Background: an optimization exercise with open tools, aiming at small area, a short achievable clock period and few clock cycles per item. Do not read the settings as production practice.
Only simulation tests tie the RTL to the original design; equivalence was not proved.
Power is estimated from default activity; no workload was simulated.

job 6468:
## pimt_vec_mul
module pimt_vec_mul (
    input  logic           clk,
    input  logic           rst_n,
    input  logic           alphamulk_vld,
    output logic           alphamulk_rdy,
    input  logic [127:0]   alpha_mul_k,
    input  logic [127:0]   pi_m_i,
    output logic [127:0]   pimt_result,
    output logic [3:0]     pimt_sat,
    output logic           pimt_result_vld,
    input  logic           pimt_result_rdy,
    output logic [15:0]    sat_cnt
);
==> flow/config.mk <==
export PLATFORM = sky130hd
export DESIGN_NAME = pimt_vec_mul
export DESIGN_NICKNAME = pimt_vec_mul
export VERILOG_FILES = /design/flow/design.v
export SDC_FILE = /design/flow/constraint.sdc
export NUM_CORES = 4
export LEC_CHECK = 0
export ABC_CLOCK_PERIOD_IN_PS = 4000
export CAP_MARGIN = 20
export CORE_MARGIN = 2
export CORE_UTILIZATION = 55
export PLACE_DENSITY = 0.65
export SLEW_MARGIN = 20
==> flow/constraint.sdc <==
create_clock -name core_clock -period 11.0 [get_ports {clk}]
set_input_delay 2.2000 -clock core_clock [delete_from_list [all_inputs] [get_ports {clk}]]
set_output_delay 2.2000 -clock core_clock [all_outputs]
set_load 0.01 [all_outputs]
standard.sh (not shown) runs the stock make flow with config.mk's settings and CLKGATE_MAP_FILE= SYNTH_SCRIPT=/design/flow/synth_recipe.tcl, a recipe that flattens the netlist after the stock synthesis.
==> flow/flow/run.sh <==
#!/bin/bash
# Standard layout with three changes:
#  1. after the standard synthesis, flow/polarity.py removes the inverters
#     that Yosys leaves between full-adder cells (a full adder is self-dual,
#     so an adder can work on complemented signals instead); registers, ports
#     and all other cells are untouched;
#  2. the resizer's setup repair aims below the clock period
#     (SETUP_SLACK_MARGIN), so that the achieved period shrinks;
#  3. every port is still buffered, with a plain buf_2 as the port buffer
#     (BUFFER_PORTS_ARGS) instead of the delay cells buffer_ports picks.
# Each tool's output goes to a log file in this folder (ORFS's own per-step
# logs are under orfs/logs).
set -euo pipefail
WH=$(grep -o 'WORK_HOME=[^ ]*' standard.sh | head -1 | cut -d= -f2)
R=$WH/results/sky130hd/pimt_vec_mul/base
bash standard.sh "$R/1_2_yosys.v" > synth.log 2>&1
cp "$R/1_2_yosys.v" 1_2_yosys.orig.v
python3 flow/polarity.py 1_2_yosys.orig.v "$R/1_2_yosys.v" > polarity.log 2>&1
bash standard.sh SETUP_SLACK_MARGIN=${MARGIN:-6.8} \
    "BUFFER_PORTS_ARGS=-buffer_cell sky130_fd_sc_hd__buf_2" finish > standard_flow.log 2>&1
Other scripts of this flow, unchanged in this note and not shown: flow/flow/polarity.py
Looking at the reports, job 6468 completed the entire flow and the layout it produced met the timing, DRC and antenna checks.
Testbench counts of job 6468, summed over its fixed seeds: cycles 8,016, items 8,000.
The inputs of job 1523 differ from those of job 6468 as listed below.
diff --git a/flow/flow/run.sh b/flow/flow/run.sh
--- a/flow/flow/run.sh
+++ b/flow/flow/run.sh
@@ -19 +19 @@
-bash standard.sh SETUP_SLACK_MARGIN=${MARGIN:-6.8} \
+bash standard.sh SETUP_SLACK_MARGIN=${MARGIN:-7.0} \
==> run notes <==
Taking job 6468 as the reference, in job 1523 number of DRC violations after detailed-routing iteration 0 rose 559; well-tap cell count saw little to no change. On worst hold slack across all endpoints, the lower figure sits with job 1523, not job 6468. Between job 6468 and job 1523, the fraction of power consumed by the clock network is lower for job 1523. Run comparison: job 1523 first element of the critical path g_lane[3].u_lane.aq15; job 6468 first element of the critical path g_lane[0].u_lane.aq30. Of job 6468 and job 1523, the run reporting the higher post-route worst setup slack was job 1523.
Changes in job 292 relative to job 1523:
diff --git a/flow/flow/run.sh b/flow/flow/run.sh
--- a/flow/flow/run.sh
+++ b/flow/flow/run.sh
@@ -2 +2 @@
-# Standard layout with three changes:
+# Standard layout with two changes:
@@ -19 +19 @@
-bash standard.sh SETUP_SLACK_MARGIN=${MARGIN:-7.0} \
+bash standard.sh SETUP_SLACK_MARGIN=${MARGIN:-7.2} \
==> comparison <==
All of job 1523 and job 292 finish clean. The post-synthesis instance total was comparable across job 1523 and job 292. Taking job 1523 as the reference, in job 292 logic gate share of total power increased by 0.8 points relative to the old numbers, worst-skew pair later-pin latency decreased by 0.03 ns relative to the old numbers. On total setup violations reported at the end of the flow, job 1523 and job 292 are basically level. The via count of the first global-routing pass in job 292 sits 0.49% above the value recorded for job 1523. Relative to job 1523, the final cell area reported for job 292 is higher. Between job 1523 and job 292, the total net switching power is lower for job 1523. Job 1523 → job 292: end-of-flow core utilization went up, sequential share of layout area down 1.0 points, count of buffers not belonging to the clock network in the layout rose 355.
The inputs of job 8757 differ from those of job 292 as listed below.
diff --git a/flow/flow/run.sh b/flow/flow/run.sh
--- a/flow/flow/run.sh
+++ b/flow/flow/run.sh
@@ -8,3 +8 @@
-#     (SETUP_SLACK_MARGIN), so that the achieved period shrinks;
-#  3. every port is still buffered, with a plain buf_2 as the port buffer
-#     (BUFFER_PORTS_ARGS) instead of the delay cells buffer_ports picks.
+#     (SETUP_SLACK_MARGIN), so that the achieved period shrinks.
@@ -19,2 +17 @@
-bash standard.sh SETUP_SLACK_MARGIN=${MARGIN:-7.2} \
-    "BUFFER_PORTS_ARGS=-buffer_cell sky130_fd_sc_hd__buf_2" finish > standard_flow.log 2>&1
+bash standard.sh SETUP_SLACK_MARGIN=${MARGIN:-7.2} finish > standard_flow.log 2>&1
--- outcome ---
Between job 292 and job 8757, the global-route usage does not differ in any meaningful way. Job 8757 -> job 292: final cell count flat. Number of detailed-routing iterations run before antenna repair ended up 1 lower on job 8757 than on job 292. For switching share of total power, job 292 and job 8757 come out practically identical. Job 292 → job 8757: final critical-path required period fell 0.13 ns, footprint of the flip-flops and latches has remained practically unchanged.
Modified inputs, job 1732 compared to job 8757
diff --git a/flow/config.mk b/flow/config.mk
--- a/flow/config.mk
+++ b/flow/config.mk
@@ -11,2 +11 @@
-export CORE_UTILIZATION = 55
-export PLACE_DENSITY = 0.65
+export CORE_UTILIZATION = 45
[summary]
- In the flow results for job 1732 and job 8757, the horizontal extent of the die is larger on job 1732.
- Least setup slack across all paths after layout on job 1732 is behind job 8757.
- Hold slack is higher on job 8757
- In the metrics for job 1732 and job 8757, the one carrying the lower total vias in the final route is job 1732.
- Job 1732 reports its worst-path cell with the longest stage delay as o311ai_4 while job 8757 reports fa_1.
- The run showing the greater number of antenna violations at the first check in global routing is job 8757.
- Side by side, portion of total power attributed to the clock network turned out higher in job 1732 than in job 8757.
- On vertical extent of the die, the lower figure sits with job 8757, not job 1732.
For job 6764, these inputs were changed with respect to job 1732:
diff --git a/flow/flow/run.sh b/flow/flow/run.sh
--- a/flow/flow/run.sh
+++ b/flow/flow/run.sh
@@ -2 +2 @@
-# Standard layout with two changes:
+# Standard layout with three changes:
@@ -8 +8,3 @@
-#     (SETUP_SLACK_MARGIN), so that the achieved period shrinks.
+#     (SETUP_SLACK_MARGIN), so that the achieved period shrinks;
+#  3. every port is still buffered, with a plain buf_2 as the port buffer
+#     (BUFFER_PORTS_ARGS) instead of the delay cells buffer_ports picks.
@@ -17 +19,2 @@
-bash standard.sh SETUP_SLACK_MARGIN=${MARGIN:-7.2} finish > standard_flow.log 2>&1
+bash standard.sh SETUP_SLACK_MARGIN=${MARGIN:-7.2} \
+    "BUFFER_PORTS_ARGS=-buffer_cell sky130_fd_sc_hd__buf_2" finish > standard_flow.log 2>&1
diff --git a/flow/config.mk b/flow/config.mk
--- a/flow/config.mk
+++ b/flow/config.mk
@@ -11 +11,2 @@
-export CORE_UTILIZATION = 45
+export CORE_UTILIZATION = 62
+export PLACE_DENSITY = 0.72
[summary]
Job 6764 improves on job 1732 in detailed placement HPWL.
Part of the power in the clock network came out lower on job 6764 than on job 1732.
Between job 6764 and job 1732, the routed wire length is higher for job 1732.
Diff job 6764 and job 1732: post-synthesis to final-layout area growth lower in job 6764

static timing again, ports no longer ideal:
The results above use ideal ports. As a check the final layouts listed here were re-extracted and re-timed, cells and wires unchanged. Step 1: set_driving_cell puts a clkbuf_16 on clk and a buf_2 on each other input, an assumption about the parent block. Step 2 moves the port delays by t, midway between the first and last clock arrival at a register: inputs arrive t later, outputs are due t later. That takes back most of the time a late clock gives input paths. Slacks: ideal ports / drivers / drivers and shift; pairs: ideal ports / drivers.
run	t (ns)	setup slack, ns	worst hold slack (ns)	worst setup path after step 2	worst slew at a driven data input, ns
job 6468	0.988	6.780 / 6.780 / 6.239	0.376 / 0.376 / 0.376	input to register	0.22
job 1523	1.036	6.972 / 6.972 / 5.978	0.363 / 0.363 / 0.363	input to register	0.20
job 292	1.024	6.951 / 6.951 / 6.342	0.357 / 0.357 / 0.357	input to register	0.06
job 8757	1.031	7.083 / 7.083 / 6.506	0.361 / 0.361 / 0.361	input to register	0.07
job 1732	1.004	6.996 / 6.996 / 6.531	0.353 / 0.353 / 0.353	input to register	0.07
job 6764	0.989	7.047 / 7.047 / 6.375	0.368 / 0.368 / 0.368	input to register	0.07
After both steps every run listed still meets setup and hold. For job 1523, which loses most, drivers alone change the setup slack by 0.000 ns; drivers and shift together by -0.994 ns.
